Source: an optimization exercise on an open RTL-to-GDS flow (aim: small area, a short achievable clock period and few clock cycles per item). Production flows keep margins and buffers that such runs may drop. In this exercise RTL edits were held to simulation tests only and were not proved equivalent to the original. No activity file was given, so power comes from the tool's default toggle rates.

==> flow/design.v, too long to show whole: its modules and the start of the top module <==
// module voice_regs: 64 lines
// module frame_sequencer: 37 lines
// module phase_stage: 71 lines
// module envelope_stage: 95 lines
// module mix_stage: 865 lines
// module psg_top: 62 lines
module psg_top
(
	input  logic                clk_i,
	input  logic                rst_i,
	input  logic                wr_i,
	input  logic [ADR_W-1:0]    adr_i,
	input  logic [DATA_W-1:0]   dat_i,
	input  logic                credit_i,
	output logic                sample_valid_o,
	output logic [SAMPLE_W-1:0] aud_o
);
  // ...
==> flow/flow/run.sh <==
#!/bin/bash
set -euo pipefail
bash standard.sh SETUP_SLACK_MARGIN=7 finish > make_finish.log 2>&1
==> flow/standard.sh <==
#!/bin/bash
# synth_recipe.tcl (not shown) runs the flow's synth.tcl, then flattens the netlist and writes it again
# the make line also repeats each setting of config.mk as NAME=value (left out here)
make -C /OpenROAD-flow-scripts/flow DESIGN_CONFIG=/design/flow/config.mk WORK_HOME=/design/flow/orfs CLKGATE_MAP_FILE= SYNTH_SCRIPT=/design/flow/synth_recipe.tcl "${@:-finish}"
==> flow/config.mk <==
export PLATFORM = sky130hd
export DESIGN_NAME = psg_top
export DESIGN_NICKNAME = psg_top
export VERILOG_FILES = /design/flow/design.v
export SDC_FILE = /design/flow/constraint.sdc
export NUM_CORES = 4
export LEC_CHECK = 0
export CAP_MARGIN = 20
export CORE_MARGIN = 2
export CORE_UTILIZATION = 40
export SLEW_MARGIN = 20
==> flow/constraint.sdc <==
create_clock -name core_clock -period 11.0 [get_ports {clk_i}]
set_input_delay 2.2000 -clock core_clock [delete_from_list [all_inputs] [get_ports {clk_i}]]
set_output_delay 2.2000 -clock core_clock [all_outputs]
set_load 0.01 [all_outputs]
==> notes.md, run 1 <==
# nets final about 5400; Routed met3 length between 8000 and 9000 microns; Clock Buffer Count between 80 and 90; clock slew at reported path FFs 0.06 ns; Die Span Y approximately 340 microns; # fillers approximately 10000; reg2reg end u_phase.g_v[3].wave_q[1]; pin count of the biggest net entering global routing 103; largest cells by area after synthesis edfxtp_1 (18%), fa_1 (17%), dfxtp_1 (14%), ha_1 (12%), and2_1 (5.7%); vias in the first global route between 30000 and 40000; CP arrival approximately 4.7 ns; CP Launch Type flip-flop; r2r worst-path depth 24; metal2 WL just under 60000 microns; status finished clean; CTS root buf clkbuf_16; EDFF count, synth around 260; DR pass1 iterations 6; Sw Share 32.5%; multi-input gates roughly 3200; R2R Path Start u_regs.freq_q[3][0]; syn nets ~5300; hold path depth 1; fraction of the mapped netlist area in simple logic gates about 15%; Cells after Synth about 4500; ys flop type dfxtp_1; power per cell area around 140 mW/mm^2; FF+latch count 578; worst hold slack 0.451 ns
Testbench counts, summed over its fixed seeds: cycles 4,970, items 4,079.
==> module phase_stage, before the edit <==
module phase_stage
(
	input  logic               clk_i,
	input  logic               rst_i,
	input  logic [NVOICE*CFG_W-1:0] cfg_i,
	input  logic               issue_i,
	output logic [NVOICE*WAVE_W-1:0] wave_o
);
	function automatic logic [ACC_W-1:0] add_bk(input logic [ACC_W-1:0] a, input logic [ACC_W-1:0] b);
		logic [ACC_W-1:0] p0;
		logic [ACC_W-1:0] gg;
		logic [ACC_W-1:0] pp;
		p0 = a ^ b;
		gg = a & b;
		pp = p0;
		for (int l = 1; l < ACC_W; l = l * 2) begin
			for (int i = 2 * l - 1; i < ACC_W; i = i + 2 * l) begin
				gg[i] = gg[i] | (pp[i] & gg[i - l]);
				pp[i] = pp[i] & pp[i - l];
			end
		end
		for (int l = 16; l >= 1; l = l / 2) begin
			for (int i = 3 * l - 1; i < ACC_W; i = i + 2 * l) begin
				gg[i] = gg[i] | (pp[i] & gg[i - l]);
				pp[i] = pp[i] & pp[i - l];
			end
		end
		add_bk = p0 ^ {gg[ACC_W-2:0], 1'b0};
	endfunction
	for (genvar g = 0; g < NVOICE; g++) begin : g_v
		psg_pkg::voice_cfg_t cfg;
		logic [ACC_W-1:0] acc;
		logic [ACC_W-1:0] acc_step;
		logic [ACC_W-1:0] acc_d;
		logic [WAVE_W-1:0] top;
		logic [WAVE_W-1:0] wave;
		logic [WAVE_W-1:0] wave_q;
		logic pulse;
		assign cfg = cfg_i[g*CFG_W +: CFG_W];
		assign acc_step = cfg.test ? '0 : add_bk(acc, ACC_W'(cfg.freq));
		assign acc_d    = issue_i ? acc_step : acc;
		assign top      = acc_d[ACC_W-1 -: WAVE_W];
		assign pulse    = issue_i ? (acc_step[ACC_W-1 -: WAVE_W] < cfg.pw) : (acc[ACC_W-1 -: WAVE_W] < cfg.pw);
		always_comb begin
			wave = '0;
			if (cfg.enable) begin
				case (cfg.wave)
				WAVE_SAW:   wave = top;
				WAVE_PULSE: wave = {WAVE_W{pulse}};
				WAVE_TRI:   wave = {top[WAVE_W-2:0] ^ {(WAVE_W-1){top[WAVE_W-1]}}, 1'b0};
				default:    wave = '0;
				endcase
			end
		end
		always_ff @(posedge clk_i) begin
			if (rst_i) begin
				acc <= '0;
			end else begin
				acc <= acc_d;
			end
		end
		always_ff @(posedge clk_i) begin
			if (rst_i) begin
				wave_q <= '0;
			end else begin
				wave_q <= wave;
			end
		end
		assign wave_o[g*WAVE_W +: WAVE_W] = wave_q;
	end
endmodule
==> run 2, diff against run 1 <==
--- a/flow/design.v
+++ b/flow/design.v
@@ -190,30 +190,61 @@
 		for (int l = 16; l >= 1; l = l / 2) begin
 			for (int i = 3 * l - 1; i < ACC_W; i = i + 2 * l) begin
 				gg[i] = gg[i] | (pp[i] & gg[i - l]);
 				pp[i] = pp[i] & pp[i - l];
 			end
 		end
 		add_bk = p0 ^ {gg[ACC_W-2:0], 1'b0};
 	endfunction
+	function automatic logic lt_step_f(input logic [ACC_W-1:0] a24, input logic [FREQ_W-1:0] fq, input logic [WAVE_W-1:0] pw);
+		logic [11:0] a;
+		logic [11:0] f;
+		logic [11:0] np;
+		logic [11:0] r1;
+		logic [12:0] r2;
+		logic [12:0] lo;
+		logic [12:0] zs;
+		logic [12:0] xs;
+		logic c;
+		logic zc;
+		logic o;
+		a  = a24[23:12];
+		f  = {8'b0, fq[15:12]};
+		np = ~pw;
+		lo = {1'b0, a24[11:0]} + {1'b0, fq[11:0]};
+		c  = lo[12];
+		r1[0] = a[0] ^ np[0] ^ 1'b1;
+		r2[1] = a[0] | np[0];
+		r2[0] = f[0];
+		for (int i = 1; i < 12; i++) begin
+			r1[i]   = a[i] ^ f[i] ^ np[i];
+			r2[i+1] = (a[i] & f[i]) | (np[i] & (a[i] ^ f[i]));
+		end
+		zs = {1'b0, r1} + {1'b0, r2[11:0]};
+		zc = zs[12] | ((&(r1 ^ r2[11:0])) & c);
+		xs = {1'b0, a} + {1'b0, f};
+		o  = xs[12] | ((&(a ^ f)) & c);
+		lt_step_f = o ? !(r2[12] & zc) : !(r2[12] | zc);
+	endfunction
 	for (genvar g = 0; g < NVOICE; g++) begin : g_v
 		psg_pkg::voice_cfg_t cfg;
 		logic [ACC_W-1:0] acc;
 		logic [ACC_W-1:0] acc_step;
 		logic [ACC_W-1:0] acc_d;
 		logic [WAVE_W-1:0] top;
 		logic [WAVE_W-1:0] wave;
 		logic [WAVE_W-1:0] wave_q;
 		logic pulse;
 		assign cfg = cfg_i[g*CFG_W +: CFG_W];
 		assign acc_step = cfg.test ? '0 : add_bk(acc, ACC_W'(cfg.freq));
 		assign acc_d    = issue_i ? acc_step : acc;
 		assign top      = acc_d[ACC_W-1 -: WAVE_W];
-		assign pulse    = issue_i ? (acc_step[ACC_W-1 -: WAVE_W] < cfg.pw) : (acc[ACC_W-1 -: WAVE_W] < cfg.pw);
+		assign pulse    = issue_i ? (cfg.test ? (cfg.pw != '0) : lt_step_f(acc, cfg.freq, cfg.pw)) :
+		                            (acc[ACC_W-1 -: WAVE_W] < cfg.pw);
 		always_comb begin
 			wave = '0;
 			if (cfg.enable) begin
 				case (cfg.wave)
 				WAVE_SAW:   wave = top;
 				WAVE_PULSE: wave = {WAVE_W{pulse}};
 				WAVE_TRI:   wave = {top[WAVE_W-2:0] ^ {(WAVE_W-1){top[WAVE_W-1]}}, 1'b0};
 				default:    wave = '0;
@@ -894,26 +925,26 @@
 	assign s471 = c376 ^ c378 ^ s389;
 	assign c472 = (c376 & c378) | (s389 & (c376 ^ c378));
 	assign s473 = c382 ^ c384 ^ c386;
 	assign c474 = (c382 & c384) | (c386 & (c382 ^ c384));
 	assign s475 = s393 ^ s321 ^ s395;
 	assign c476 = (s393 & s321) | (s395 & (s393 ^ s321));
 	assign s477 = s397 ^ s399 ^ c388;
 	assign c478 = (s397 & s399) | (c388 & (s397 ^ s399));
-	assign s479 = c390 ^ c392 ^ s401;
-	assign c480 = (c390 & c392) | (s401 & (c390 ^ c392));
+	assign s479 = c390 ^ s401 ^ c392;
+	assign c480 = (c390 & s401) | (c392 & (c390 ^ s401));
 	assign s481 = c394 ^ c322 ^ c396;
 	assign c482 = (c394 & c322) | (c396 & (c394 ^ c322));
 	assign s483 = c398 ^ c400 ^ s405;
 	assign c484 = (c398 & c400) | (s405 & (c398 ^ c400));
 	assign s485 = s407 ^ s409 ^ s411;
 	assign c486 = (s407 & s409) | (s411 & (s407 ^ s409));
-	assign s487 = s413 ^ c402 ^ c404;
-	assign c488 = (s413 & c402) | (c404 & (s413 ^ c402));
+	assign s487 = s413 ^ c402 ^ s415;
+	assign c488 = (s413 & c402) | (s415 & (s413 ^ c402));
 	assign s489 = s417 ^ c340 ^ c406;
 	assign c490 = (s417 & c340) | (c406 & (s417 ^ c340));
 	assign s491 = c408 ^ c410 ^ c412;
 	assign c492 = (c408 & c410) | (c412 & (c408 ^ c410));
 	assign s493 = c414 ^ s419 ^ s421;
 	assign c494 = (c414 & s419) | (s421 & (c414 ^ s419));
 	assign s495 = s423 ^ s425 ^ s427;
 	assign c496 = (s423 & s425) | (s427 & (s423 ^ s425));
@@ -938,80 +969,80 @@
 	assign s515 = pp[286] ^ pp[375] ^ pp[382];
 	assign c516 = (pp[286] & pp[375]) | (pp[382] & (pp[286] ^ pp[375]));
 	assign s517 = pp[87] ^ pp[94] ^ c442;
 	assign c518 = (pp[87] & pp[94]) | (c442 & (pp[87] ^ pp[94]));
 	assign s519 = s353 ^ s355 ^ s357;
 	assign c520 = (s353 & s355) | (s357 & (s353 ^ s355));
 	assign s521 = c126 ^ c168;
 	assign c522 = c126 & c168;
-	assign s523 = c356 ^ c358 ^ s363;
-	assign c524 = (c356 & c358) | (s363 & (c356 ^ c358));
-	assign s525 = s365 ^ s451 ^ s453;
-	assign c526 = (s365 & s451) | (s453 & (s365 ^ s451));
+	assign s523 = c356 ^ s363 ^ s365;
+	assign c524 = (c356 & s363) | (s365 & (c356 ^ s363));
+	assign s525 = c358 ^ s451 ^ s453;
+	assign c526 = (c358 & s451) | (s453 & (c358 ^ s451));
 	assign s527 = c448 ^ c450;
 	assign c528 = c448 & c450;
-	assign s529 = s375 ^ c452 ^ c454;
-	assign c530 = (s375 & c452) | (c454 & (s375 ^ c452));
-	assign s531 = s377 ^ s457 ^ s459;
-	assign c532 = (s377 & s457) | (s459 & (s377 ^ s457));
+	assign s529 = s375 ^ c452 ^ s377;
+	assign c530 = (s375 & c452) | (s377 & (s375 ^ c452));
+	assign s531 = c454 ^ s457 ^ s459;
+	assign c532 = (c454 & s457) | (s459 & (c454 ^ s457));
 	assign s533 = s463 ^ s461 ^ c456;
 	assign c534 = (s463 & s461) | (c456 & (s463 ^ s461));
-	assign s535 = c458 ^ c460 ^ s391;
-	assign c536 = (c458 & c460) | (s391 & (c458 ^ c460));
-	assign s537 = s465 ^ s467 ^ c464;
-	assign c538 = (s465 & s467) | (c464 & (s465 ^ s467));
+	assign s535 = s465 ^ c458 ^ c460;
+	assign c536 = (s465 & c458) | (c460 & (s465 ^ c458));
+	assign s537 = s391 ^ s467 ^ c464;
+	assign c538 = (s391 & s467) | (c464 & (s391 ^ s467));
 	assign s539 = c462 ^ s469 ^ s471;
 	assign c540 = (c462 & s469) | (s471 & (c462 ^ s469));
-	assign s541 = c466 ^ c468 ^ s403;
-	assign c542 = (c466 & c468) | (s403 & (c466 ^ c468));
-	assign s543 = s473 ^ s475 ^ c470;
-	assign c544 = (s473 & s475) | (c470 & (s473 ^ s475));
+	assign s541 = c466 ^ s473 ^ c468;
+	assign c542 = (c466 & s473) | (c468 & (c466 ^ s473));
+	assign s543 = s403 ^ s475 ^ c470;
+	assign c544 = (s403 & s475) | (c470 & (s403 ^ s475));
 	assign s545 = s477 ^ c472 ^ s479;
 	assign c546 = (s477 & c472) | (s479 & (s477 ^ c472));
-	assign s547 = c474 ^ s415 ^ c476;
-	assign c548 = (c474 & s415) | (c476 & (c474 ^ s415));
-	assign s549 = s481 ^ s483 ^ s485;
-	assign c550 = (s481 & s483) | (s485 & (s481 ^ s483));
+	assign s547 = c474 ^ c404 ^ s481;
+	assign c548 = (c474 & c404) | (s481 & (c474 ^ c404));
+	assign s549 = c476 ^ s483 ^ s485;
+	assign c550 = (c476 & s483) | (s485 & (c476 ^ s483));
 	assign s551 = c478 ^ c480 ^ s487;
 	assign c552 = (c478 & c480) | (s487 & (c478 ^ c480));
-	assign s553 = c416 ^ c482 ^ c484;
-	assign c554 = (c416 & c482) | (c484 & (c416 ^ c482));
-	assign s555 = s489 ^ c486 ^ s491;
-	assign c556 = (s489 & c486) | (s491 & (s489 ^ c486));
+	assign s553 = c416 ^ c482 ^ s489;
+	assign c554 = (c416 & c482) | (s489 & (c416 ^ c482));
+	assign s555 = c484 ^ s491 ^ c486;
+	assign c556 = (c484 & s491) | (c486 & (c484 ^ s491));
 	assign s557 = s493 ^ s495 ^ c488;
 	assign c558 = (s493 & s495) | (c488 & (s493 ^ s495));
 	assign s559 = s439 ^ s497 ^ s499;
 	assign c560 = (s439 & s497) | (s499 & (s439 ^ s497));
-	assign s561 = c490 ^ c492 ^ c494;
-	assign c562 = (c490 & c492) | (c494 & (c490 ^ c492));
-	assign s563 = s501 ^ c496 ^ s503;
-	assign c564 = (s501 & c496) | (s503 & (s501 ^ c496));
+	assign s561 = c490 ^ c492 ^ s501;
+	assign c562 = (c490 & c492) | (s501 & (c490 ^ c492));
+	assign s563 = c494 ^ c496 ^ s503;
+	assign c564 = (c494 & c496) | (s503 & (c494 ^ c496));
 	assign s565 = s505 ^ c440 ^ c498;
 	assign c566 = (s505 & c440) | (c498 & (s505 ^ c440));
 	assign s567 = c500 ^ s507 ^ s509;
 	assign c568 = (c500 & s507) | (s509 & (c500 ^ s507));
-	assign s569 = c502 ^ c504 ^ s511;
-	assign c570 = (c502 & c504) | (s511 & (c502 ^ c504));
+	assign s569 = c502 ^ s511 ^ c504;
+	assign c570 = (c502 & s511) | (c504 & (c502 ^ s511));
 	assign s571 = c444 ^ c446 ^ c506;
 	assign c572 = (c444 & c446) | (c506 & (c444 ^ c446));
 	assign s573 = s513 ^ s515 ^ c508;
 	assign c574 = (s513 & s515) | (c508 & (s513 ^ s515));
 	assign s575 = c510 ^ s517 ^ c512;
 	assign c576 = (c510 & s517) | (c512 & (c510 ^ s517));
 	assign s577 = pp[191] ^ pp[287] ^ pp[383];
 	assign c578 = (pp[191] & pp[287]) | (pp[383] & (pp[191] ^ pp[287]));
 	assign s579 = pp[95] ^ c514 ^ c516;
 	assign c580 = (pp[95] & c514) | (c516 & (pp[95] ^ c514));
 	assign s581 = c42 ^ c84 ^ s447;
 	assign c582 = (c42 & c84) | (s447 & (c42 ^ c84));
-	assign s583 = s455 ^ c520 ^ c522;
-	assign c584 = (s455 & c520) | (c522 & (s455 ^ c520));
-	assign s585 = s523 ^ s527;
-	assign c586 = s523 & s527;
+	assign s583 = s455 ^ c520 ^ s523;
+	assign c584 = (s455 & c520) | (s523 & (s455 ^ c520));
+	assign s585 = c522 ^ s527;
+	assign c586 = c522 & s527;
 	assign s587 = c524 ^ c528 ^ c526;
 	assign c588 = (c524 & c528) | (c526 & (c524 ^ c528));
 	assign s589 = s529 ^ s531 ^ s533;
 	assign c590 = (s529 & s531) | (s533 & (s529 ^ s531));
 	assign s591 = c530 ^ c532 ^ s535;
 	assign c592 = (c530 & c532) | (s535 & (c530 ^ c532));
 	assign s593 = s537 ^ c534 ^ s539;
 	assign c594 = (s537 & c534) | (s539 & (s537 ^ c534));
@@ -1026,18 +1057,18 @@
 	assign s603 = c548 ^ s553 ^ c550;
 	assign c604 = (c548 & s553) | (c550 & (c548 ^ s553));
 	assign s605 = s555 ^ c552 ^ s557;
 	assign c606 = (s555 & c552) | (s557 & (s555 ^ c552));
 	assign s607 = s559 ^ c554 ^ c556;
 	assign c608 = (s559 & c554) | (c556 & (s559 ^ c554));
 	assign s609 = s561 ^ s563 ^ c558;
 	assign c610 = (s561 & s563) | (c558 & (s561 ^ s563));
-	assign s611 = c560 ^ s565 ^ s567;
-	assign c612 = (c560 & s565) | (s567 & (c560 ^ s565));
+	assign s611 = s565 ^ c560 ^ s567;
+	assign c612 = (s565 & c560) | (s567 & (s565 ^ c560));
 	assign s613 = c562 ^ c564 ^ s569;
 	assign c614 = (c562 & c564) | (s569 & (c562 ^ c564));
 	assign s615 = s571 ^ c566 ^ s573;
 	assign c616 = (s571 & c566) | (s573 & (s571 ^ c566));
 	assign s617 = c568 ^ c570 ^ s575;
 	assign c618 = (c568 & c570) | (s575 & (c568 ^ c570));
 	assign s619 = s577 ^ c518 ^ c572;
 	assign c620 = (s577 & c518) | (c572 & (s577 ^ c518));
==> notes.md, run 2 <==
CP Launch Type flip-flop (unchanged); # nets final 5542 (was 5413); Die Span Y 339 microns (was 336 microns); CTS root buf clkbuf_16 (unchanged); fraction of synthesized area in multiplexers 1.59% (was 1.98%); DRT antenna net count 0 (unchanged); Req. time, crit path 11.53 ns (was 11.55 ns); gpl congestion 0.925 (was 0.901); Synth warnings 15 (unchanged); Synth cell types 89 (was 80); die width 339 microns (was 336 microns); Hold/Removal Path Class flip-flop to flip-flop (unchanged); Max Cap Viol 0 (unchanged); worst-path fanout max 13 (was 6); DR pass1 iterations 5 (was 6); routed vias/inst 5.33 (was 5.32); Slew Limit Fails 0 (unchanged); ys flop type dfxtp_1 (unchanged); total negative slack 0 ns (unchanged); cell taking the most area after synthesis fa_1 (was edfxtp_1); final core utilization 45.6% (was 46.0%); Synth Area in Compound Gates 11.9% (about the same); Clock Path Buffers 3 (unchanged); I/O pin cnt 58 (unchanged); DR vias 33100 (was 32200); min Tclk post-route 3.95 ns (was 4.10 ns); Syn Std Cell Area 0.0448 sq mm (was 0.0440 sq mm); largest family of logic cells by synthesized area adder cells (unchanged); vias in the first global route 32900 (was 32400); CTS tree yes (unchanged); Port Buffer Count 57 (unchanged); EDFF count, synth 264 (unchanged); Syn Area/Cell 9.76 sq um (was 9.83 sq um); # fillers 10500 (was 10300); power per cell area 139 mW/mm^2 (was 140 mW/mm^2); register area share after synthesis 31.7% (was 32.3%); initial antenna violation count 15 (was 13); Peak VDD IR 0.000137 V (was 0.000122 V); DP HPWL 92900 microns (was 90600 microns); H-tree lvl count 3 (unchanged); Post-Synth Adder-Cell Area 29.9% (was 28.9%); GRT Util Overall 22.2% (was 22.4%); Inserted Clock Buffers 69 (unchanged); clock sink count 578 (unchanged); Cells after Synth 4592 (was 4471); DRC errors left 0 (unchanged); Synth top cells by count inv_1 (634), ha_1 (431), fa_1 (398) (was inv_1 (593), ha_1 (423), and2_1 (399)); most common cell after layout, fill and taps aside inv_1 (unchanged); #FFs+latches synth 578 (unchanged); Async S/R FF share, synth 0% (unchanged); final WL 128000 microns (was 126000 microns); row cnt 122 (was 121); drt wl/cell 20.6 microns (was 20.9 microns); Worst-Skew Late Latency 0.65 ns (about the same); Final setup viols 0 (unchanged); fmax 253 MHz (was 244 MHz); fraction of the mapped netlist area in simple logic gates 15.1% (was 15.3%); Synth top area share 17.8% (was 18.0%); GRT overflow 0 (unchanged); most frequent cells in the layout inv_1 (631), ha_1 (428), fa_1 (390) (was inv_1 (589), ha_1 (410), and2_1 (396)); Biggest register u_phase.g_v.acc (unchanged); Final Cycle Share 35.9% (was 37.3%); Die Area 0.115 sq mm (was 0.113 sq mm); status finished clean (unchanged); worst-margin pin slew 1.22 ns (was 1.21 ns); Top delay family on crit path adder cells (was compound AO/OA/AOI/OAI gates); CP max stage delay 0.60 ns (was 0.37 ns); Crit. path cell count 11 (was 24); number of flip-flops in the largest register 96 (unchanged); initial drt markers 2623 (was 2586); Worst Path Buf+Inv 4 (was 3); Worst slew margin 18.4% (was 18.9%); syn nets 5462 (was 5305); Worst path most repeated cell fa_1; top-count cell post-synth inv_1 (unchanged); CP cell instances buf_6 -> nand2_1 -> fa_1 -> fa_1 -> fa_1 -> fa_1 -> inv_1 -> fa_1 -> inv_1 -> fa_1 -> inv_1 (was ha_2 -> inv_2 -> fa_2 -> nor2b_1 -> o21ai_1 -> nand2b_1 -> a211oi_2 -> o21bai_4 -> a211oi_4 -> nor2_4 -> o2111a_1 -> ha_2 -> xnor2_2 -> nor2_2 -> ha_1 -> nand4_1 -> nor2_1 -> nor3_1 -> nand3_1 -> a21oi_2 -> nor3_4 -> buf_6 -> buf_12 -> a21oi_2); XOR/XNOR share of the synthesized area 3.22% (was 3.25%); Final Hold Fails 0 (unchanged); crit path kind flip-flop to flip-flop (unchanged); Layout Area Growth over Synthesis 12.8% (was 14.1%); hold buffer count at cts 0 (unchanged); share of cells above drive strength 1 8.88% (was 9.48%); pin count of the biggest net entering global routing 101 (was 103); clock slew at reported path FFs 0.06 ns (about the same); Regs by FF count u_phase.g_v.acc: 96 flops, u_regs.freq_q: 64 flops (unchanged); Crit-path slowest cell fa_1 (was edfxtp_1); largest cells by area after synthesis fa_1 (18%), edfxtp_1 (18%), dfxtp_1 (14%), ha_1 (12%), inv_1 (5.3%) (was edfxtp_1 (18%), fa_1 (17%), dfxtp_1 (14%), ha_1 (12%), and2_1 (5.7%)); RSZ-0062 raised after global routing true (unchanged); crit path capture type flip-flop (unchanged); Worst Skew 0.0286 ns (was 0.0413 ns); first-pass GRT wire length 196000 microns (was 192000 microns); r2r worst-path depth 11 (was 24); Placeable Area 0.111 sq mm (was 0.109 sq mm); leakage power 22.0 nW (was 22.1 nW); CP arrival 4.48 ns (was 4.65 ns); hold path depth 1 (unchanged); Initial Utilization 40.4% (was 40.3%)
==> run 2: cell types whose count changed after synthesis, sizes merged, moves of 34 or more <==
cell / before / now
a21oi: 257 / 340
and2: 400 / 315
inv: 593 / 634
mux2i: 78 / 41
nand2: 261 / 397
xnor2: 74 / 110
xor2: 89 / 55
==> run 2: cell type report <==
| cell class | instances | area, sq um | share of cell area, % |
|---|---|---|---|
| Timing Repair Buffer | 150 | 1440 | 2.85 |
| Sequential cell | 578 | 14300 | 28.2 |
| Clock inverter | 34 | 360 | 0.713 |
| Clock buffer | 93 | 1980 | 3.92 |
| Tap cell | 1488 | 1860 | 3.68 |
| Antenna cell | 3 | 7.51 | 0.0148 |
| Inverter | 634 | 2380 | 4.71 |
| Multi-Input combinational cell | 3239 | 28200 | 55.9 |
==> run 2: power by group <==
part	internal, mW	leakage (nW)	switching, mW	total (mW)
Clock	1.36	1.16	0.992	2.35
Combinational	0.824	15.7	1.17	1.99
Sequential	2.46	5.13	0.218	2.67
Total	4.64	22.0	2.38	7.02
==> run 2: final timing paths <==
kind	startpoint	endpoint	slack, ns
min reg2reg	u_seq.sum_valid	u_seq.vol_valid	0.45
max reg2reg	u_env.g_v[1].nxt_lvl[6]	u_mix.row_q3[4]	7.05
max	u_env.g_v[1].nxt_lvl[6]	u_mix.row_q3[4]	7.05
min	u_seq.sum_valid	u_seq.vol_valid	0.45
==> run 2: kinds of logic after synthesis <==
logic type,Yosys count
mux,68
fa+ha+maj,833
buf+inv,777
compound gates,831
xor+xnor,165
flops,578
simple gates,1340
==> run 2: metrics by stage <==
stage               hold slack [ns]  power, mW  worst slack (ns)  area (sq um)  instances
floorplan                     0.414       3.99              6.45         44800       4592
global placement              0.435       4.57              5.22         47200       6046
global route                  0.468       7.41              6.93         50600       6216
detailed placement            0.433       4.60              5.19         47200       6046
CTS                           0.452       7.01              6.91         50000       6196
finish                        0.448       7.02              7.05         50600       6219
==> run 2: what timing repair did <==
| action | 4_1_cts | 5_1_grt |
|---|---|---|
| setup endpoints to repair | 216 | 148 |
| gates resized for setup | 63 | 119 |
| buffers inserted | 19 | 20 |
| gates cloned | 4 | 0 |
| pin swaps | 10 | 34 |
==> run 2: metal layers <==
| layer | wire length [microns] | vias to the layer above | global-route usage, % |
|---|---|---|---|
| met4 | 4430 | 6 | 7.49 |
| met2 | 59700 | 933 | 36.6 |
| met3 | 7880 | 224 | 3.45 |
| li1 | - | 15600 | - |
| met5 | 33 | - | 0 |
| met1 | 56200 | 16400 | 29.7 |
Testbench counts of run 2, summed over its fixed seeds: cycles 4,970, items 4,079.
==> run 3, diff against run 2 <==
--- a/flow/config.mk
+++ b/flow/config.mk
@@ -9,3 +9,5 @@
 export CORE_MARGIN = 2
 export CORE_UTILIZATION = 40
+export CTS_CLUSTER_DIAMETER = 120
+export CTS_CLUSTER_SIZE = 30
 export SLEW_MARGIN = 20
==> notes.md, run 3 <==
status finished clean (unchanged); # fillers 10700 (was 10500); drt wl/cell 20.6 microns (about the same); clock slew at reported path FFs 0.12 ns (was 0.06 ns); worst-margin pin slew 1.22 ns (about the same); largest family of logic cells by synthesized area adder cells (unchanged); Cells after Synth 4592 (unchanged); crit path kind flip-flop to flip-flop (unchanged); Synth cell types 89 (unchanged); register area share after synthesis 31.7% (unchanged); syn nets 5462 (unchanged); EDFF count, synth 264 (unchanged); multi-input logic area 0.0282 sq mm (about the same); Peak VDD IR 0.000119 V (was 0.000137 V); DR pass1 iterations 7 (was 5); Req. time, crit path 11.56 ns (was 11.53 ns); Placeable Area 0.111 sq mm (unchanged); min Tclk post-route 3.94 ns (was 3.95 ns); Initial Utilization 40.4% (unchanged); Synth Area in Compound Gates 11.9% (unchanged); Hold/Removal Path Class flip-flop to flip-flop (unchanged); Inserted Clock Buffers 26 (was 69); XOR/XNOR share of the synthesized area 3.22% (unchanged); vias in the first global route 32500 (was 32900); Async S/R FF share, synth 0% (unchanged); first-pass GRT wire length 193000 microns (was 196000 microns); CP Launch Type flip-flop (unchanged); fraction of the mapped netlist area in simple logic gates 15.1% (unchanged); R2R Path Start u_phase.g_v[2].wave_q[7] (was u_env.g_v[1].nxt_lvl[6]); largest cells by area after synthesis fa_1 (18%), edfxtp_1 (18%), dfxtp_1 (14%), ha_1 (12%), inv_1 (5.3%) (unchanged); power per cell area 121 mW/mm^2 (was 139 mW/mm^2); Regs by FF count u_phase.g_v.acc: 96 flops, u_regs.freq_q: 64 flops (unchanged); Synth top cells by count inv_1 (634), ha_1 (431), fa_1 (398) (unchanged); pin count of the biggest net entering global routing 101 (unchanged); gpl congestion 0.925 (unchanged); placed cell area 0.0472 sq mm (unchanged); total negative slack 0 ns (unchanged); fraction of synthesized area in multiplexers 1.59% (unchanged); Pwr Total 5.97 mW (was 7.02 mW); Layout Area Growth over Synthesis 9.68% (was 12.8%); DRT antenna net count 0 (unchanged); most frequent cells in the layout inv_1 (633), ha_1 (427), fa_1 (391) (was inv_1 (631), ha_1 (428), fa_1 (390)); hold buffer count at cts 0 (unchanged); Biggest register u_phase.g_v.acc (unchanged); row cnt 122 (unchanged); cell taking the most area after synthesis fa_1 (unchanged); Crit. Startpoint u_phase.g_v[2].wave_q[7] (was u_env.g_v[1].nxt_lvl[6]); DRC errors left 0 (unchanged); initial antenna violation count 14 (was 15); ys flop type dfxtp_1 (unchanged); most common cell after layout, fill and taps aside inv_1 (unchanged); GRT overflow 0 (unchanged); worst-path fanout max 8 (was 13); Register Area 0.0143 sq mm (about the same); Max Cap Viol 0 (unchanged); clock sink count 578 (unchanged); Final setup viols 0 (unchanged); initial drt markers 2253 (was 2623); CP arrival 4.50 ns (was 4.48 ns); CTS tree yes (unchanged); GRT Util Overall 21.8% (was 22.2%); RSZ-0062 raised after global routing true (unchanged); leakage power 21.3 nW (was 22.0 nW); die width 339 microns (unchanged); Clock Path Buffers 3 (unchanged); fin cells 6145 (was 6219); Final Cycle Share 35.8% (was 35.9%); Synth top area share 17.8% (unchanged); Syn Area/Cell 9.76 sq um (unchanged); design area 0.0492 sq mm (was 0.0506 sq mm); min-delay src u_seq.sum_valid (unchanged); crit path capture type flip-flop (unchanged); routed vias/inst 5.31 (was 5.33); fmax 254 MHz (was 253 MHz); H-tree lvl count 1 (was 3); I/O pin cnt 58 (unchanged); Slew Limit Fails 0 (unchanged); top-count cell post-synth inv_1 (unchanged); Syn Std Cell Area 0.0448 sq mm (unchanged); Top Layer Used met5 (unchanged); Worst-Skew Late Latency 0.67 ns (was 0.65 ns); Die Span Y 339 microns (unchanged); Die Area 0.115 sq mm (unchanged); # nets final 5504 (was 5542); DR vias 32600 (was 33100); share of cells above drive strength 1 7.52% (was 8.88%); number of flip-flops in the largest register 96 (unchanged); Port Buffer Count 57 (unchanged); final WL 127000 microns (was 128000 microns); DP HPWL 92900 microns (unchanged); Routed met3 length 7340 microns (was 7880 microns); #FFs+latches synth 578 (unchanged); Metal-1 WL 55900 microns (was 56200 microns); Worst slew margin 18.5% (was 18.4%); Synth warnings 15 (unchanged); Worst Skew 0.0596 ns (was 0.0286 ns); Post-Synth Adder-Cell Area 29.9% (unchanged); CTS root buf clkbuf_16 (unchanged); Final Hold Fails 0 (unchanged); metal2 WL 59200 microns (was 59700 microns); placed cells 6046 (unchanged)
## run 3: path summary, 6_finish.rpt
kind,end,slack [ns],depth (start not counted)
worst min register to register,u_seq.vol_valid,0.46,1
worst min-delay path,u_seq.vol_valid,0.46,1
worst max register to register,u_mix.row_q3[4],7.06,10
worst max-delay path,u_mix.row_q3[4],7.06,10
## run 3: metal layers
layer	vias to the layer above	global-route usage, %
met5	-	0
met4	6	6.71
met3	179	2.52
met2	833	36.4
met1	16100	29.5
li1	15500	-
## run 3: through the flow
step / setup WS, ns / hold WS [ns] / utilization (%)
finish: 7.06 / 0.462 / 44.3
floorplan: 6.45 / 0.414 / -
global route: 6.85 / 0.478 / 44.3
detailed placement: 5.19 / 0.433 / 42.5
global placement: 5.22 / 0.435 / 42.5
CTS: 6.93 / 0.461 / 43.7
## run 3: layout make-up
cell class | count | share of cell area (%)
antenna | 4 | 0.0204
clock buffer | 37 | 1.47
clock inverter | 10 | 0.382
inverter | 634 | 4.84
multi-input combinational | 3238 | 57.3
sequential | 578 | 29.1
tap | 1488 | 3.79
timing repair buffer | 156 | 3.08
## run 3: cells by family (layout without fill, tap and decap cells)
family	after synthesis	in the layout
AO/OA/AOI/OAI	831	831
multiplexers	68	68
other	0	4
buffers and inverters	777	837
AND/OR/NAND/NOR	1340	1341
XOR/XNOR	165	165
flip-flops	578	578
adder cells (fa/ha/maj)	833	833
## run 3: repair_timing
action,CTS,global route
setup endpoints to repair,205,152
buffers inserted,20,25
cloned,3,0
hold endpoints to repair,0,0
pin swaps,10,32
resized for setup,66,126
## run 3: power by group
group / switching (mW) / internal, mW
Combinational: 1.18 / 0.829
Clock: 0.780 / 0.515
Sequential: 0.211 / 2.45
Total: 2.17 / 3.80
## run 3: critical path, cell delays in order, from the launching register on
cell,delay (ns)
dfxtp_1,0.71
nand2_1,0.14
fa_1,0.40
fa_1,0.41
fa_1,0.46
fa_1,0.60
inv_1,0.06
fa_1,0.48
inv_1,0.05
fa_1,0.47
inv_1,0.04
==> run 4, diff against run 3 <==
--- a/flow/config.mk
+++ b/flow/config.mk
@@ -9,5 +9,5 @@
 export CORE_MARGIN = 2
 export CORE_UTILIZATION = 40
-export CTS_CLUSTER_DIAMETER = 120
-export CTS_CLUSTER_SIZE = 30
+export CTS_CLUSTER_DIAMETER = 100
+export CTS_CLUSTER_SIZE = 24
 export SLEW_MARGIN = 20
==> notes.md, run 4 <==
status finished clean (unchanged); most common cell after layout, fill and taps aside inv_1 (unchanged); # nets final 5516 (was 5504); DRC errors left 0 (unchanged); drt wl/cell 20.6 microns (about the same); worst hold slack 0.460 ns (was 0.462 ns); placed cells 6046 (unchanged); top-count cell post-synth inv_1 (unchanged); CP arrival 4.57 ns (was 4.50 ns); Synth top area share 17.8% (unchanged); DP HPWL 92900 microns (unchanged); I/O pin cnt 58 (unchanged); design area 0.0493 sq mm (was 0.0492 sq mm); Die Area 0.115 sq mm (unchanged); Hold Path Sink u_seq.out_valid_o (was u_seq.vol_valid); Async S/R FF share, synth 0% (unchanged); Req. time, crit path 11.56 ns (about the same); Syn Std Cell Area 0.0448 sq mm (unchanged); die width 339 microns (unchanged); CP Launch Type input port (was flip-flop); Final setup viols 0 (unchanged); Clock Path Buffers 3 (unchanged); row cnt 122 (unchanged); register area share after synthesis 31.7% (unchanged); Final Cycle Share 36.5% (was 35.8%); Hold/Removal Path Class flip-flop to flip-flop (unchanged); Pwr Total 6.03 mW (was 5.97 mW); Biggest register u_phase.g_v.acc (unchanged); first-pass GRT wire length 194000 microns (was 193000 microns); final setup margin 6.99 ns (was 7.06 ns); Crit-path slowest cell clkdlybuf4s50_1 (was dfxtp_1); clock slew at reported path FFs 0.10 ns (was 0.12 ns); initial drt markers 2349 (was 2253); Regs by FF count u_phase.g_v.acc: 96 flops, u_regs.freq_q: 64 flops (unchanged); GRT Util Overall 21.8% (about the same); Worst Path Buf+Inv 1 (was 3); Peak VDD IR 0.000137 V (was 0.000119 V); Synth warnings 15 (unchanged); power per cell area 122 mW/mm^2 (was 121 mW/mm^2); most frequent cells in the layout inv_1 (631), ha_1 (427), fa_1 (388) (was inv_1 (633), ha_1 (427), fa_1 (391)); ys flop type dfxtp_1 (unchanged); cell taking the most area after synthesis fa_1 (unchanged); syn nets 5462 (unchanged); Worst slew margin 23.8% (was 18.5%); RSZ-0062 raised after global routing true (unchanged); clock sink count 578 (unchanged); worst-margin pin slew 1.14 ns (was 1.22 ns); Die Span Y 339 microns (unchanged); share of cells above drive strength 1 7.81% (was 7.52%); largest cells by area after synthesis fa_1 (18%), edfxtp_1 (18%), dfxtp_1 (14%), ha_1 (12%), inv_1 (5.3%) (unchanged); Layout Area Growth over Synthesis 10.0% (was 9.68%); CP cell instances clkdlybuf4s50_1 -> nor2b_4 -> nand2_1 -> nor2_1 -> nand2_2 -> and2_0 -> nor4_1 -> nor4_1 (was nand2_1 -> fa_1 -> fa_1 -> fa_1 -> fa_1 -> inv_1 -> fa_1 -> inv_1 -> fa_1 -> inv_1); fmax 249 MHz (was 254 MHz); number of flip-flops in the largest register 96 (unchanged); #FFs+latches synth 578 (unchanged); H-tree lvl count 1 (unchanged); Worst Skew 0.0406 ns (was 0.0596 ns); EDFF count, synth 264 (unchanged); hold path depth 1 (unchanged); Synth top cells by count inv_1 (634), ha_1 (431), fa_1 (398) (unchanged); Synth cell types 89 (unchanged); DRT antenna net count 0 (unchanged); Syn Area/Cell 9.76 sq um (unchanged); R2R Path Start u_phase.g_v[2].wave_q[7] (unchanged); pin count of the biggest net entering global routing 101 (unchanged); final WL 127000 microns (about the same); crit path capture type flip-flop (unchanged); CTS root buf clkbuf_16 (unchanged); initial antenna violation count 14 (unchanged); fin cells 6160 (was 6145); DR vias 32700 (was 32600); Top delay family on crit path simple AND/OR/NAND/NOR gates (was adder cells); Worst-Skew Late Latency 0.70 ns (was 0.67 ns); routed vias/inst 5.30 (was 5.31); Final Hold Fails 0 (unchanged); min Tclk post-route 4.01 ns (was 3.94 ns); GRT overflow 0 (unchanged); Worst path most repeated cell nor4_1 (was fa_1); CP max stage delay 0.54 ns (was 0.71 ns); Inserted Clock Buffers 31 (was 26); R2R Setup Slk 7.05 ns (was 7.06 ns); gpl congestion 0.925 (unchanged); total negative slack 0 ns (unchanged); Placeable Area 0.111 sq mm (unchanged); vias in the first global route 32500 (about the same); r2r worst-path depth 10 (unchanged); Cells after Synth 4592 (unchanged); worst-path fanout max 13 (was 8); placed cell area 0.0472 sq mm (unchanged); Port Buffer Count 57 (unchanged); crit path kind input port to flip-flop (was flip-flop to flip-flop); Max Cap Viol 0 (unchanged); reg2reg end u_mix.row_q3[4] (unchanged); DR pass1 iterations 5 (was 7); Placement Setup Slack 5.19 ns (unchanged); CTS tree yes (unchanged); min-delay src u_seq.vol_valid (was u_seq.sum_valid); leakage power 21.4 nW (was 21.3 nW); Slew Limit Fails 0 (unchanged); Initial Utilization 40.4% (unchanged); final core utilization 44.4% (was 44.3%)
==> run 4: cell counts after synthesis <==
Identical to the previous run, type by type.
==> run 4: area by class of cell <==
type / instances / area (sq um)
Fill cell: 10600 / 61600
Multi-Input combinational cell: 3239 / 28200
Sequential cell: 578 / 14300
Inverter: 634 / 2380
Tap cell: 1488 / 1860
Timing Repair Buffer: 162 / 1570
Clock buffer: 45 / 828
Clock inverter: 13 / 156
Antenna cell: 1 / 2.50
==> run 4: where the power goes <==
group | total, mW | switching, mW | internal, mW
clock network | 1.36 | 0.791 | 0.571
logic | 2.01 | 1.18 | 0.832
registers | 2.67 | 0.212 | 2.45
total | 6.03 | 2.18 | 3.86
==> run 4: metal layers <==
metal	track usage [%]	wire length (microns)
met3	2.79	7870
met5	0	33
met4	6.50	4300
met2	36.3	58900
met1	29.7	55700
==> run 4: worst max path at each step <==
stage / end / slack, ns / cells after the start / startpoint
after CTS: u_mix.sum_q[12] / 6.93 / 15 / u_mix.cy_q[3]
after global routing: u_env.g_v[1].nxt_lvl[0] / 6.90 / 8 / wr_i
final: u_env.g_v[1].nxt_lvl[0] / 6.99 / 8 / wr_i
after floorplan: u_regs.attack_q[1][0] / 6.45 / 4 / wr_i
after global placement: u_phase.g_v[3].wave_q[6] / 5.22 / 10 / credit_i
after detailed placement: u_phase.g_v[3].wave_q[6] / 5.19 / 10 / credit_i
==> run 4: worst register-to-register path, stage by stage (launching register included) <==
cell	delay [ns]
dfxtp_1	0.70
nand2_1	0.16
fa_1	0.40
fa_1	0.41
fa_1	0.46
fa_1	0.61
inv_1	0.07
fa_1	0.48
inv_1	0.05
fa_1	0.47
inv_1	0.04
==> run 4: cells by family after synthesis <==
| group | after synthesis | synth area share, % |
|---|---|---|
| AOI/OAI and AO/OA | 831 | 11.9 |
| xor gates and xnor gates | 165 | 3.22 |
| buffers and inverters | 777 | 6.63 |
| adders and majority gates | 833 | 29.9 |
| and+or+nand+nor | 1340 | 15.1 |
| DFF | 578 | 31.7 |
| muxes | 68 | 1.59 |
==> run 4: what timing repair did <==
item,4_1_cts,5_1_grt
endpoints found under the setup margin,175,145
pin swaps,11,34
setup buffers,18,33
hold buffers,0,0
gates cloned,4,0
resized for setup,68,125
==> run 5, diff against run 4 <==
==> flow/flow/run.sh (replaced) <==
#!/bin/bash
set -euo pipefail
bash standard.sh SETUP_SLACK_MARGIN=7.5 finish > make_finish.log 2>&1
--- a/flow/config.mk
+++ b/flow/config.mk
@@ -9,5 +9,3 @@
 export CORE_MARGIN = 2
 export CORE_UTILIZATION = 40
-export CTS_CLUSTER_DIAMETER = 100
-export CTS_CLUSTER_SIZE = 24
 export SLEW_MARGIN = 20
==> notes.md, run 5 <==
Syn Std Cell Area 0.0448 sq mm (unchanged); Inserted Clock Buffers 67 (was 31); design area 0.0546 sq mm (was 0.0493 sq mm); Clock Path Buffers 3 (unchanged); Die Area 0.115 sq mm (unchanged); largest cells by area after synthesis fa_1 (18%), edfxtp_1 (18%), dfxtp_1 (14%), ha_1 (12%), inv_1 (5.3%) (unchanged); CP max stage delay 0.44 ns (was 0.54 ns); Synth cell types 89 (unchanged); clock sink count 578 (unchanged); die width 339 microns (unchanged); H-tree lvl count 3 (was 1); number of flip-flops in the largest register 96 (unchanged); multi-input logic area 0.0301 sq mm (was 0.0282 sq mm); DRC errors left 0 (unchanged); first-pass GRT wire length 206000 microns (was 194000 microns); Cells after Synth 4592 (unchanged); Worst slew margin 11.5% (was 23.8%); Worst-Skew Late Latency 0.65 ns (was 0.70 ns); Syn Area/Cell 9.76 sq um (unchanged); most common cell after layout, fill and taps aside inv_1 (unchanged); Async S/R FF share, synth 0% (unchanged); CP Launch Type flip-flop (was input port); Synth warnings 15 (unchanged); top-count cell post-synth inv_1 (unchanged); Synth top cells by count inv_1 (634), ha_1 (431), fa_1 (398) (unchanged); final WL 137000 microns (was 127000 microns); Worst Skew 0.0387 ns (was 0.0406 ns); worst-margin pin slew 1.32 ns (was 1.14 ns); gpl congestion 0.886 (was 0.925); GRT Util Overall 23.3% (was 21.8%); reg2reg end u_mix.sum_q[12] (was u_mix.row_q3[4]); register area share after synthesis 31.7% (unchanged); ys flop type dfxtp_1 (unchanged); Peak VDD IR 0.000116 V (was 0.000137 V); Layout Area Growth over Synthesis 21.8% (was 10.0%); routed vias/inst 5.40 (was 5.30); Final setup viols 0 (unchanged); GRT overflow 0 (unchanged); placed cell area 0.0476 sq mm (was 0.0472 sq mm); leakage power 23.7 nW (was 21.4 nW); row cnt 122 (unchanged); share of cells above drive strength 1 20.1% (was 7.81%); Crit. Startpoint u_mix.cy_q[3] (was wr_i); most frequent cells in the layout inv_1 (602), ha_1 (402), nand2_1 (362) (was inv_1 (631), ha_1 (427), fa_1 (388)); CP arrival 4.39 ns (was 4.57 ns); Post-Synth Adder-Cell Area 29.9% (unchanged); Hold/Removal Path Class flip-flop to flip-flop (unchanged); pin count of the biggest net entering global routing 74 (was 101); # nets final 5753 (was 5516); Synth top area share 17.8% (unchanged); status finished clean (unchanged); DRT antenna net count 0 (unchanged); initial drt markers 2602 (was 2349); fraction of the mapped netlist area in simple logic gates 15.1% (unchanged); R2R Setup Slk 7.09 ns (was 7.05 ns); # fillers 10100 (was 10600); Die Span Y 339 microns (unchanged); r2r worst-path depth 15 (was 10); initial antenna violation count 13 (was 14); syn nets 5462 (unchanged); Port Buffer Count 57 (unchanged); worst-path fanout max 2 (was 13); clock slew at reported path FFs 0.06 ns (was 0.10 ns); Placement Setup Slack 5.30 ns (was 5.19 ns); CTS root buf clkbuf_16 (unchanged); fmax 256 MHz (was 249 MHz); power per cell area 137 mW/mm^2 (was 122 mW/mm^2); Crit-path slowest cell fa_1 (was clkdlybuf4s50_1); R2R Path Start u_mix.cy_q[3] (was u_phase.g_v[2].wave_q[7]); final core utilization 49.2% (was 44.4%); Biggest register u_phase.g_v.acc (unchanged); crit path capture type flip-flop (unchanged); Req. time, crit path 11.49 ns (was 11.56 ns); CP Capture Point u_mix.sum_q[12] (was u_env.g_v[1].nxt_lvl[0]); total negative slack 0 ns (unchanged); EDFF count, synth 264 (unchanged); hold buffer count at cts 0 (unchanged); I/O pin cnt 58 (unchanged); drt wl/cell 21.3 microns (was 20.6 microns); Synth Area in Compound Gates 11.9% (unchanged); final setup margin 7.09 ns (was 6.99 ns); Pwr Total 7.46 mW (was 6.03 mW); RSZ-0062 raised after global routing true (unchanged); vias in the first global route 34600 (was 32500); Max Cap Viol 0 (unchanged); min Tclk post-route 3.91 ns (was 4.01 ns); Placeable Area 0.111 sq mm (unchanged); Initial Utilization 40.4% (unchanged); crit path kind flip-flop to flip-flop (was input port to flip-flop); CP cell instances fa_2 -> inv_2 -> fa_1 -> inv_2 -> fa_1 -> fa_2 -> a21o_1 -> a21oi_2 -> nor2b_1 -> o21a_1 -> o311a_1 -> o21a_1 -> o21a_1 -> o41ai_2 -> xnor2_1 (was clkdlybuf4s50_1 -> nor2b_4 -> nand2_1 -> nor2_1 -> nand2_2 -> and2_0 -> nor4_1 -> nor4_1); Slew Limit Fails 0 (unchanged); DR pass1 iterations 6 (was 5); DP HPWL 93800 microns (was 92900 microns); largest family of logic cells by synthesized area adder cells (unchanged); Worst path most repeated cell o21a_1 (was nor4_1); DR vias 34700 (was 32700); fraction of synthesized area in multiplexers 1.59% (unchanged); #FFs+latches synth 578 (unchanged); Register Area 0.0144 sq mm (was 0.0143 sq mm); XOR/XNOR share of the synthesized area 3.22% (unchanged); Final Cycle Share 35.5% (was 36.5%); CTS tree yes (unchanged); Regs by FF count u_phase.g_v.acc: 96 flops, u_regs.freq_q: 64 flops (unchanged); Final Hold Fails 0 (unchanged); cell taking the most area after synthesis fa_1 (unchanged)
-- run 5: logic make-up (layout without fill, tap and decap cells) --
family | Yosys count | in the layout
other | 0 | 2
buffers and inverters | 777 | 1120
adder cells (fa/ha/maj) | 833 | 833
flip-flops | 578 | 578
AO/OA/AOI/OAI | 831 | 833
XOR/XNOR | 165 | 165
AND/OR/NAND/NOR | 1340 | 1341
multiplexers | 68 | 68
-- run 5: worst min-delay path by stage --
stage	startpoint	endpoint	slack, ns	depth (start not counted)
finish	u_seq.sum_valid	u_seq.vol_valid	0.44	1
global route	u_seq.sum_valid	u_seq.vol_valid	0.46	1
CTS	u_seq.sum_valid	u_seq.vol_valid	0.44	1
detailed placement	u_seq.sum_valid	u_seq.vol_valid	0.43	1
global placement	u_seq.sum_valid	u_seq.vol_valid	0.43	1
floorplan	u_seq.vol_valid	u_seq.out_valid_o	0.41	1
-- run 5: what timing repair did --
item                       CTS  global route
setup endpoints to repair  526           298
setup buffers              194            67
resized for setup          370           296
pin swaps                  133           207
gates cloned                 7             3
-- run 5: power breakdown --
part	leakage (nW)	internal, mW	switching (mW)
registers	5.15	2.46	0.232
clock network	1.10	1.36	0.988
logic	17.4	1.05	1.36
total	23.7	4.87	2.58
-- run 5: per-stage QoR --
stage	cells	hold WS, ns
detailed placement	6030	0.428
CTS	6355	0.443
global route	6427	0.461
finish	6428	0.442
global placement	6030	0.426
floorplan	4592	0.414
-- run 5: worst max-delay path, delay by kind of cell, from the launching register on --
kind	cells	cell delay, ns
compound gates	7	1.46
simple gates	1	0.06
buf+inv	2	0.13
flops	1	0.37
xor+xnor	1	0.14
fa+ha+maj	4	1.61
-- run 5: cell type report --
| cell class | count | share of cell area, % |
|---|---|---|
| clock buffers | 88 | 3.43 |
| diodes | 2 | 0.00917 |
| well taps | 1488 | 3.41 |
| inverters | 634 | 4.38 |
| multi-input cells | 3240 | 55.1 |
| clock inverters | 36 | 0.758 |
| repair buffers | 362 | 6.45 |
| flip-flops and latches | 578 | 26.4 |
-- run 5: per-layer routing --
metal	routed length [microns]	GRT usage [%]	vias up
li1	-	-	16000
met1	58200	31.4	17300
met2	63500	38.3	1141
met3	9560	3.58	287
met4	5470	8.15	2
met5	11	0	-
==> run 6, diff against run 5 <==
==> flow/flow/run.sh (replaced) <==
#!/bin/bash
set -euo pipefail
R="$PWD/orfs/results/sky130hd/psg_top/base"
bash standard.sh SETUP_SLACK_MARGIN=6.5 synth > make_synth.log 2>&1
cp "$R/1_2_yosys.v" "$R/1_2_yosys_std.v"
python3 flow/invopt.py "$R/1_2_yosys_std.v" "$R/1_2_yosys.v" > invopt.log 2>&1
rm -f "$R/1_synth.odb" "$R/1_synth.sdc"
bash standard.sh SETUP_SLACK_MARGIN=6.5 finish > make_finish.log 2>&1
==> flow/flow/invopt.py (new file) <==
#!/usr/bin/env python3
"""Remove inverters around full-adder cells in a mapped netlist.

A full adder with every input complemented gives complemented outputs:
FA(~a, ~b, ~c) = (~s, ~co). Synthesis often leaves a chain
FA -> inverter -> FA. For each full adder this pass looks at what flipping
its polarity would cost: inputs that come from an inverter take that
inverter's input instead, outputs that go only to inverters drive those
inverters' loads directly, and anything else gets a new inverter. A flip is
made when it removes more inverters than it adds, until no flip helps.
The function of the netlist is unchanged and no register is touched.

usage: invopt.py IN.v OUT.v
"""
import re
import sys

INV_RE = re.compile(r"sky130_fd_sc_hd__(clk)?inv_\d+$")
FA_RE = re.compile(r"sky130_fd_sc_hd__fa_\d+$")
NEW_INV = "sky130_fd_sc_hd__inv_1"

src = open(sys.argv[1]).read()
m_first = re.search(r"^  sky130_fd_sc_hd__", src, re.M)
head = src[:m_first.start()]
body = src[m_first.start():]
m_end = body.rindex("endmodule")
tail = body[m_end:]
body = body[:m_end]

ports = set()
for kind, rng, names in re.findall(r"^\s*(input|output|inout)\s*(\[[^\]]*\])?\s*([^;]+);", head, re.M):
    for n in names.split(","):
        n = n.strip()
        if rng:
            hi, lo = [int(x) for x in rng[1:-1].split(":")]
            for i in range(min(hi, lo), max(hi, lo) + 1):
                ports.add(f"{n}[{i}]")
        ports.add(n)

cells = {}   # name -> [type, {pin: net}, [pin order]]
order = []
for m in re.finditer(r"^  (sky130_fd_sc_hd__\w+) (\S+) +\((.*?)\n  \);\n", body, re.M | re.S):
    typ, name, pinstr = m.group(1), m.group(2), m.group(3)
    pins = {}
    po = []
    for pm in re.finditer(r"\.(\w+)\((.*?)\)(?:,|$)", pinstr, re.M):
        pins[pm.group(1)] = pm.group(2).strip()
        po.append(pm.group(1))
    cells[name] = [typ, pins, po]
    order.append(name)
assert len(order) == body.count("\n  );\n"), "unparsed cells"

OUTPINS = {"X", "Y", "Q", "Q_N", "SUM", "COUT", "HI", "LO"}
drv = {}
loads = {}


def add_use(name, pin, net):
    if pin in OUTPINS:
        drv[net] = (name, pin)
    else:
        loads.setdefault(net, set()).add((name, pin))


def del_use(name, pin, net):
    if pin in OUTPINS:
        if drv.get(net) == (name, pin):
            del drv[net]
    else:
        loads.get(net, set()).discard((name, pin))


for name in order:
    for pin, net in cells[name][1].items():
        add_use(name, pin, net)


def is_inv(name):
    return name in cells and INV_RE.match(cells[name][0])


def const(net):
    return "'" in net


newn = [0]
new_wires = []


def new_net():
    newn[0] += 1
    n = f"_invopt_{newn[0]}_"
    new_wires.append(n)
    return n


def new_inv(a, y):
    newn[0] += 1
    name = f"_invopt_c{newn[0]}_"
    cells[name] = [NEW_INV, {"A": a, "Y": y}, ["A", "Y"]]
    order.append(name)
    add_use(name, "A", a)
    add_use(name, "Y", y)


def remove_cell(name):
    for pin, net in cells[name][1].items():
        del_use(name, pin, net)
    del cells[name]


def set_pin(name, pin, net):
    del_use(name, pin, cells[name][1][pin])
    cells[name][1][pin] = net
    add_use(name, pin, net)


def inv_of(net):
    """An existing inverter whose input is net, and its output."""
    for (c, p) in loads.get(net, ()):
        if is_inv(c) and p == "A" and cells[c][1]["Y"] not in ports:
            return c, cells[c][1]["Y"]
    return None


def plan(fa):
    pins = cells[fa][1]
    cost = 0
    for p in ("A", "B", "CIN"):
        x = pins[p]
        if const(x) or x in ports and x not in drv:
            pass
        d = drv.get(x)
        if const(x):
            return None
        if d and is_inv(d[0]):
            # the inverter goes if this pin is its only load
            if len(loads.get(x, ())) == 1 and x not in ports:
                cost -= 1
        elif inv_of(x) is None:
            cost += 1
    for p in ("SUM", "COUT"):
        o = pins[p]
        if o in ports:
            return None
        ls = loads.get(o, set())
        invs = [c for (c, q) in ls if is_inv(c) and cells[c][1]["Y"] not in ports]
        cost -= len(invs)
        if len(ls) > len(invs):
            cost += 1
    return cost


def flip(fa):
    pins = cells[fa][1]
    for p in ("A", "B", "CIN"):
        x = pins[p]
        d = drv.get(x)
        if d and is_inv(d[0]):
            y = cells[d[0]][1]["A"]
            set_pin(fa, p, y)
            if not loads.get(x) and x not in ports:
                remove_cell(d[0])
        else:
            e = inv_of(x)
            if e:
                set_pin(fa, p, e[1])
            else:
                z = new_net()
                new_inv(x, z)
                set_pin(fa, p, z)
    for p in ("SUM", "COUT"):
        o = pins[p]
        ls = list(loads.get(o, set()))
        invs = [c for (c, q) in ls if is_inv(c) and cells[c][1]["Y"] not in ports]
        others = [(c, q) for (c, q) in ls if c not in invs]
        if invs:
            keep = cells[invs[0]][1]["Y"]
            for g in invs:
                z = cells[g][1]["Y"]
                remove_cell(g)
                if z != keep:
                    for (c, q) in list(loads.get(z, set())):
                        set_pin(c, q, keep)
            set_pin(fa, p, keep)
            if others:
                new_inv(keep, o)
        else:
            z = new_net()
            set_pin(fa, p, z)
            new_inv(z, o)


before = sum(1 for c in cells if is_inv(c))
changed = True
rounds = 0
while changed and rounds < 20:
    changed = False
    rounds += 1
    for fa in [c for c in order if c in cells and FA_RE.match(cells[c][0])]:
        c = plan(fa)
        if c is not None and c < 0:
            flip(fa)
            changed = True
after = sum(1 for c in cells if is_inv(c))

out = [head.rstrip("\n") + "\n"]
for n in new_wires:
    if n in drv or loads.get(n):
        out.append(f"  wire {n};\n")
for name in order:
    if name not in cells:
        continue
    typ, pins, po = cells[name]
    conn = ",\n".join(f"    .{p}({pins[p]}{' ' if pins[p].startswith(chr(92)) else ''})" for p in po)
    out.append(f"  {typ} {name} (\n{conn}\n  );\n")
out.append(tail)
open(sys.argv[2], "w").write("".join(out))
print(f"invopt: inverters {before} -> {after} in {rounds} rounds", file=sys.stderr)
--- a/flow/config.mk
+++ b/flow/config.mk
@@ -9,3 +9,5 @@
 export CORE_MARGIN = 2
 export CORE_UTILIZATION = 40
+export CTS_CLUSTER_DIAMETER = 100
+export CTS_CLUSTER_SIZE = 24
 export SLEW_MARGIN = 20
==> notes.md, run 6 <==
crit path kind input port to flip-flop (was flip-flop to flip-flop); DP HPWL 93200 microns (was 93800 microns); clock slew at reported path FFs 0.09 ns (was 0.06 ns); worst-margin pin slew 1.14 ns (was 1.32 ns); CTS root buf clkbuf_16 (unchanged); crit path capture type flip-flop (unchanged); share of cells above drive strength 1 5.27% (was 20.1%); Port Buffer Count 57 (unchanged); Worst-Skew Late Latency 0.66 ns (was 0.65 ns); final WL 126000 microns (was 137000 microns); Layout Area Growth over Synthesis 8.72% (was 21.8%); multi-input logic area 0.0278 sq mm (was 0.0301 sq mm); placed cell area 0.0460 sq mm (was 0.0476 sq mm); Peak VDD IR 0.000161 V (was 0.000116 V); row cnt 121 (was 122); most frequent cells in the layout ha_1 (431), fa_1 (398), nand2_1 (397) (was inv_1 (602), ha_1 (402), nand2_1 (362)); GRT Util Overall 22.6% (was 23.3%); Regs by FF count u_phase.g_v.acc: 96 flops, u_regs.freq_q: 64 flops (unchanged); pin count of the biggest net entering global routing 67 (was 74); fmax 231 MHz (was 256 MHz); Biggest register u_phase.g_v.acc (unchanged); Register Area 0.0142 sq mm (was 0.0144 sq mm); Final setup viols 0 (unchanged); most common cell after layout, fill and taps aside ha_1 (was inv_1); I/O pin cnt 58 (unchanged); drt wl/cell 21.9 microns (was 21.3 microns); Syn Area/Cell 10.2 sq um (was 9.76 sq um); Placeable Area 0.109 sq mm (was 0.111 sq mm); vias in the first global route 32100 (was 34600); Synth warnings 15 (unchanged); CP arrival 4.58 ns (was 4.39 ns); min Tclk post-route 4.33 ns (was 3.91 ns); design area 0.0475 sq mm (was 0.0546 sq mm); Worst slew margin 23.6% (was 11.5%); Final Hold Fails 0 (unchanged); Initial Utilization 40.3% (was 40.4%); # nets final 5185 (was 5753); # fillers 10300 (was 10100); Syn Std Cell Area 0.0437 sq mm (was 0.0448 sq mm); DRT antenna net count 0 (unchanged); CP Launch Type input port (was flip-flop); RSZ-0062 raised after global routing true (unchanged); Final Cycle Share 39.4% (was 35.5%); clock sink count 578 (unchanged); Hold/Removal Path Class flip-flop to flip-flop (unchanged); Inserted Clock Buffers 37 (was 67); gpl congestion 0.949 (was 0.886); DR pass1 iterations 7 (was 6); Clock Path Buffers 3 (unchanged); number of flip-flops in the largest register 96 (unchanged); DR vias 31900 (was 34700); status finished clean (unchanged); syn nets 5159 (was 5462); routed vias/inst 5.54 (was 5.40); CTS tree yes (unchanged); Die Span Y 335 microns (was 339 microns); total negative slack 0 ns (unchanged); DRC errors left 0 (unchanged); Max Cap Viol 0 (unchanged); first-pass GRT wire length 194000 microns (was 206000 microns); die width 335 microns (was 339 microns); GRT overflow 0 (unchanged); worst-path fanout max 57 (was 2); H-tree lvl count 2 (was 3); Die Area 0.112 sq mm (was 0.115 sq mm); initial drt markers 2457 (was 2602); initial antenna violation count 15 (was 13); leakage power 21.3 nW (was 23.7 nW); Req. time, crit path 11.25 ns (was 11.49 ns); power per cell area 130 mW/mm^2 (was 137 mW/mm^2); Cells after Synth 4289 (was 4592); Worst Skew 0.0640 ns (was 0.0387 ns); Slew Limit Fails 0 (unchanged)
==> run 6: critical path: stages <==
cell and delay (ns):
buf_6 0.24, buf_4 0.60, buf_4 0.70, a41o_1 0.72
==> run 6: power breakdown <==
group | internal, mW | total, mW | switching, mW
combinational | 0.784 | 1.91 | 1.13
clock | 0.706 | 1.58 | 0.876
sequential | 2.45 | 2.67 | 0.224
total | 3.94 | 6.17 | 2.23
==> run 6: layer usage <==
metal / routed length [microns] / GRT usage (%) / vias up
met5: 38 / 0 / -
met3: 8740 / 3.40 / 224
li1: - / - / 14800
met2: 58000 / 37.2 / 998
met4: 4650 / 7.43 / 6
met1: 54800 / 30.6 / 15800
==> run 6: area by class of cell <==
cell class                 instances  share of cell area (%)
clock inverter                    19                   0.687
antenna                            3                  0.0158
multi-input combinational       3240                    58.6
tap                             1414                    3.72
timing repair buffer             127                    2.39
clock buffer                      49                    2.04
sequential                       578                    29.9
inverter                         331                    2.62
==> run 6: repair_timing <==
item | 4_1_cts | 5_1_grt
gates cloned | 3 | 0
buffers inserted | 5 | 5
setup endpoints to repair | 44 | 56
gates resized for setup | 7 | 15
hold buffers | 0 | 0
pin swaps | 3 | 1
==> run 6: final timing paths <==
path	from	endpoint	slack, ns	cells after the start
setup reg to reg	u_env.g_v[1].nxt_lvl[1]	u_env.g_v[1].nxt_lvl[6]	6.69	17
hold / removal	u_seq.sum_valid	u_seq.vol_valid	0.46	1
setup / recovery	rst_i	u_regs.pw_q[3][11]	6.67	4
hold reg to reg	u_seq.sum_valid	u_seq.vol_valid	0.46	1
==> run 6: stage by stage <==
step	setup slack (ns)	util, %	std cells	hold slack (ns)	power [mW]
final	6.67	43.8	5761	0.458	6.17
after global routing	6.48	43.8	5759	0.476	6.53
after CTS	6.43	43.7	5753	0.458	6.19
after detailed placement	4.94	42.4	5677	0.438	4.59
after global placement	5.02	42.4	5677	0.435	4.56
after floorplan	6.45	-	4289	0.414	3.98

re-timing with driven ports:
The flow's constraints put no driver on any port. The routed layouts listed below were extracted and timed again, unchanged, in two steps.
Step 1: set_driving_cell puts a clkbuf_16 on clk_i and a buf_2 on each other input, an assumption about the parent block.
Step 2 also shifts input and output timing later by t, the mid clock arrival at the registers, as if the neighbouring blocks saw the same clock.
Slacks: ideal / step 1 / step 2; pairs: ideal / step 1.
run	t, ns	slack for setup (ns)	worst setup path at the end	pins driven straight from the clock port
run 1	0.696	6.900 / 6.900 / 6.311	input to register	1
run 2	0.703	7.049 / 7.049 / 6.392	input to register	1
run 3	0.711	7.060 / 7.060 / 6.412	input to register	1
run 4	0.743	6.990 / 7.031 / 6.288	input to register	1
run 5	0.708	7.093 / 7.093 / 6.733	input to register	1
run 6	0.699	6.671 / 6.686 / 6.007	input to register	1
After both steps setup and hold are still met in every run listed. The setup slack of run 4, which loses most, moves by +0.041 ns with the drivers and by -0.702 ns with both steps.
